What follows belongs to an exercise in optimizing a design on an open flow for small area and a short achievable clock period; a production flow would make more cautious choices. Function was checked by simulation only, so behaviour that the tests miss may differ from the original. Power is estimated from default activity; no workload was simulated.

Design timerTop, start of the top module:
module timerTop (
  input  wire                       CPUbus,
  input  wire                       arstN,
  input  wire                       hSel,
  input  wire [32-1:0]        hAddr,
  input  wire [1:0]                 hTrans,
  input  wire                       hWrite,
  input  wire [32-1:0]       hWdata,
  input  wire                       hReady,
  input  wire [2:0]                 evnt,
  output logic [32-1:0]      hRdata,
  output logic                      hReadyOut,
  output logic                      hResp,
  output logic [2-1:0]  pwm,
  output logic                      intr
);
Settings: LEC_CHECK=0, CAP_MARGIN=20, CORE_MARGIN=2, CORE_UTILIZATION=50, CTS_CLUSTER_DIAMETER=60, CTS_CLUSTER_SIZE=20, SETUP_SLACK_MARGIN=2.7, SLEW_MARGIN=20, TNS_END_PERCENT=10; clock period 5.5 ns.
standard.sh (not shown) runs the stock make flow with config.mk's settings and CLKGATE_MAP_FILE= SYNTH_SCRIPT=/design/flow/synth_recipe.tcl, a recipe that flattens the netlist after the stock synthesis.
==> flow/flow/run.sh <==
#!/bin/bash
# Own layout flow: the standard flow (standard synthesis unchanged), with
# every input and output port buffered by a plain buf_2 instead of the buffer
# cell buffer_ports would pick by itself. Each tool's output goes to its own
# log file here; ORFS keeps its per-step logs under orfs/logs.
set -euo pipefail
export BUFFER_PORTS_ARGS="-buffer_cell sky130_fd_sc_hd__buf_2"
bash standard.sh synth > synth.log 2>&1
bash standard.sh finish > layout.log 2>&1
The baseline finished clean.
Then changed:
==> flow/run.sh (new file) <==
#!/bin/bash
# synth_recipe.tcl (not shown) runs the flow's synth.tcl, then flattens the netlist and writes it again
# the make line also repeats each setting of config.mk as NAME=value (left out here)
make -C /OpenROAD-flow-scripts/flow DESIGN_CONFIG=/design/flow/config.mk WORK_HOME=/design/flow/orfs CLKGATE_MAP_FILE= SYNTH_SCRIPT=/design/flow/synth_recipe.tcl finish
CTS_BUF_LIST = sky130_fd_sc_hd__clkbuf_8   (was default)
SETUP_SLACK_MARGIN = 2.5   (was 2.7)
removed: flow/flow/run.sh
removed: flow/standard.sh
Die area does not change.
Wire length climbs slightly.
Critical path depth is unchanged.
Worst setup slack loses 0.053 ns.
Via count rose slightly.
Cell area increases slightly.
Clock skew goes up by 0.016 ns.
Then changed:
CTS_BUF_LIST = default   (was sky130_fd_sc_hd__clkbuf_8)
CTS_CLUSTER_DIAMETER = 50   (was 60)
CTS_CLUSTER_SIZE = 26   (was 20)
The changed run produced a clean layout.
Maximum frequency is higher by 0.74%.
Cell area is higher by 1.4%.
Area after synthesis does not change.
Clock skew is lower by 0.013 ns.
Setup slack is better by 0.023 ns.
Wire length is lower by 0.96%.
Clock power is higher by 52%.


Another version of the RTL of timerTop (not shown whole).
For scale: ~1,900 cells after synthesis, roughly 370 flip-flops, ~110 I/O pins, ~20,000 um2 of cells after synthesis.
Settings: LEC_CHECK=0, CAP_MARGIN=20, CORE_MARGIN=2, CORE_UTILIZATION=50, CTS_CLUSTER_DIAMETER=80, CTS_CLUSTER_SIZE=24, SETUP_SLACK_MARGIN=2.5, SLEW_MARGIN=20, TNS_END_PERCENT=10; clock period 5.5 ns.
==> flow/flow/run.sh <==
#!/bin/bash
# Own layout flow: the standard flow (standard synthesis unchanged), with
# every input and output port buffered by a plain buf_2 instead of the buffer
# cell buffer_ports would pick by itself. Each tool's output goes to its own
# log file here; ORFS keeps its per-step logs under orfs/logs.
set -euo pipefail
export BUFFER_PORTS_ARGS="-buffer_cell sky130_fd_sc_hd__buf_2"
bash standard.sh synth > synth.log 2>&1
bash standard.sh finish > layout.log 2>&1
The baseline passed the timing, DRC and antenna checks.
Next try:
- CTS_CLUSTER_DIAMETER: 80 -> 60
- CTS_CLUSTER_SIZE: 24 -> 20
After rerunning: Maximum frequency barely changes. Via count is higher by about 0.36%. Sequential power barely changes. Clock power is higher by 39%. Final area is higher by 2.6%.
Next try:
==> flow/flow/run.sh (replaced) <==
#!/bin/bash
# Own layout flow: the standard flow, step by step, with the standard
# synthesis unchanged. The only difference from the standard layout is that
# every input and output port is buffered with a plain buf_2 instead of the
# buffer cell buffer_ports would otherwise pick. Each step's full output goes
# to its own log file here; ORFS also keeps its per-step logs under orfs/logs.
set -euo pipefail
export BUFFER_PORTS_ARGS="-buffer_cell sky130_fd_sc_hd__buf_2"
for step in synth floorplan place cts route finish; do
  bash standard.sh "$step" > "$step.log" 2>&1
done
- CTS_CLUSTER_DIAMETER: 60 -> 80
- CTS_CLUSTER_SIZE: 20 -> 24
- TNS_END_PERCENT: 10 -> 5
Result:
- The changed run went through all stages and came out clean
- non-clock buffer count came out lower by 1
- register-to-register slack gains 0.03 ns
- worst setup slack gains 0.011 ns
- sequential cell count does not change
- critical path depth stays the same
- utilization falls by 1.4 points
- power went down by 6.3%
Next try:
==> flow/flow/run.sh (replaced) <==
#!/bin/bash
# Own layout flow: the standard flow (standard synthesis unchanged), with
# every input and output port buffered by a plain buf_2 instead of the buffer
# cell buffer_ports would pick by itself. Each tool's output goes to its own
# log file here; ORFS keeps its per-step logs under orfs/logs.
set -euo pipefail
export BUFFER_PORTS_ARGS="-buffer_cell sky130_fd_sc_hd__buf_2"
bash standard.sh synth > synth.log 2>&1
bash standard.sh finish > layout.log 2>&1
- CTS_CLUSTER_DIAMETER: 80 -> 60
- CTS_CLUSTER_SIZE: 24 -> 20
- SETUP_SLACK_MARGIN: 2.5 -> 2.8
- TNS_END_PERCENT: 5 -> 10
Worst setup slack degrades by 0.0031 ns.
Non-clock buffer count climbs by 47.
Final area goes up by about 6%.
Sequential share of layout area went down by 2.4 points.
Global-route usage increases by 1.1 points.
Power came out higher by 12%.
Worst hold slack stays flat.
Utilization came out higher by 3.6 points.


## wip/fjord
timerTop with an RTL version that a note above also has.
Size: ~2000 cells after synthesis, about 110 I/O pins, ~0.020 mm^2 of cells after synthesis.
clock: 5.5 ns
lec_check: 0
cap_margin: 20
core_margin: 2
core_utilization: 45
setup_slack_margin: 2.7
slew_margin: 20
tns_end_percent: 10
run.sh (not shown) runs the stock make flow with config.mk's settings and CLKGATE_MAP_FILE= SYNTH_SCRIPT=/design/flow/synth_recipe.tcl, a recipe that flattens the netlist after the stock synthesis.
Stock flow here: none of the scripts above is used.
wip/fjord: no failed stages, no open violations at the end
Here is what was changed in the inputs of wip/maple compared with wip/fjord.
diff --git a/flow/config.mk b/flow/config.mk
--- a/flow/config.mk
+++ b/flow/config.mk
@@ -8,6 +8,8 @@
 export CAP_MARGIN = 20
 export CORE_MARGIN = 2
-export CORE_UTILIZATION = 45
-export SETUP_SLACK_MARGIN = 2.7
+export CORE_UTILIZATION = 50
+export CTS_CLUSTER_DIAMETER = 60
+export CTS_CLUSTER_SIZE = 20
+export SETUP_SLACK_MARGIN = 2.5
 export SLEW_MARGIN = 20
 export TNS_END_PERCENT = 10
Results
- Going from wip/fjord to wip/maple, final-layout fill cell count shrank by more than 10%.
- Compared with wip/fjord, wip/maple shows a higher maximum frequency.
- More vias were needed by wip/fjord than by wip/maple.
- Between wip/maple and wip/fjord, it is wip/maple whose critical path depth is lower, by 1.
- Going from wip/fjord to wip/maple, worst setup slack rose 48 ps, sequential share of layout area rose 0.79 points.
- Number of flip-flops and latches: wip/fjord vs wip/maple identical
- Non-clock buffer instance count of the final layout shrinks by a few percent when moving from wip/fjord to wip/maple.
- Final cell area: wip/maple below wip/fjord
- Measured against each other, wip/maple and wip/fjord differ in layout clock buffer count, the lower figure coming from wip/maple.
Relative to wip/maple, the following input files were edited for wip/onyx:
==> flow/flow/run.sh (new file) <==
#!/bin/bash
# Own layout flow: the standard flow (standard synthesis unchanged), with
# every input and output port buffered by a plain buf_2 instead of the buffer
# cell buffer_ports would pick by itself. Each tool's output goes to its own
# log file here; ORFS keeps its per-step logs under orfs/logs.
set -euo pipefail
export BUFFER_PORTS_ARGS="-buffer_cell sky130_fd_sc_hd__buf_2"
bash standard.sh synth > synth.log 2>&1
bash standard.sh finish > layout.log 2>&1
==> flow/standard.sh (new file) <==
#!/bin/bash
# synth_recipe.tcl (not shown) runs the flow's synth.tcl, then flattens the netlist and writes it again
# the make line also repeats each setting of config.mk as NAME=value (left out here)
make -C /OpenROAD-flow-scripts/flow DESIGN_CONFIG=/design/flow/config.mk WORK_HOME=/design/flow/orfs CLKGATE_MAP_FILE= SYNTH_SCRIPT=/design/flow/synth_recipe.tcl "${@:-finish}"
removed: flow/run.sh
--- outcome ---
Going from wip/maple to wip/onyx, number of input and output port buffers inserted level, routed length on met3 moved down, transition at the pin with the smallest max-transition slack moved up, routability congestion estimate moved up. Looking at source of the critical timing path, the rdSel[13] result is from wip/onyx; the rdSel[6] one comes from wip/maple. Cell with the largest stage delay on the worst path: dfxtp_1 -> wip/onyx, dfxtp_4 -> wip/maple. Comparing buffer count excluding the clock tree in the final layout for wip/onyx and wip/maple, the smaller number came from wip/onyx.

[what the ideal ports hide]
Ports are ideal in the flow. The routed layouts listed here were re-timed in OpenROAD. Step 1 assumes that a clkbuf_16 drives the clock port and a buf_2 every other input. Step 2 also shifts input and output timing later by t, the mid clock arrival at the registers, as if the neighbouring blocks saw the same clock. Slacks: ideal ports / drivers / drivers and shift; pairs: ideal ports / drivers.
| run | t (ns) | slack for setup (ns) | clock arrival spread, ns |
|---|---|---|---|
| the first run of note 1 | 0.617 | 2.435 / 2.379 / 2.273 | 0.018 / 0.018 |
| the second run of note 1 | 0.672 | 2.382 / 2.327 / 2.014 | 0.035 / 0.035 |
| the third run of note 1 | 0.628 | 2.405 / 2.349 / 2.066 | 0.022 / 0.022 |
| the first run of note 2 | 0.618 | 2.478 / 2.420 / 2.279 | 0.022 / 0.022 |
| the second run of note 2 | 0.620 | 2.470 / 2.413 / 2.265 | 0.037 / 0.038 |
| the third run of note 2 | 0.619 | 2.481 / 2.423 / 2.290 | 0.023 / 0.023 |
| the fourth run of note 2 | 0.623 | 2.478 / 2.424 / 2.275 | 0.037 / 0.037 |
| wip/fjord | 0.635 | 2.364 / 2.306 / 1.855 | 0.029 / 0.029 |
| wip/maple | 0.615 | 2.412 / 2.354 / 2.064 | 0.028 / 0.027 |
| wip/onyx | 0.615 | 2.387 / 2.331 / 2.253 | 0.018 / 0.018 |
After both steps every run listed still meets setup and hold. For wip/fjord, which loses most, drivers alone change the setup slack by -0.058 ns; drivers and shift together by -0.509 ns.
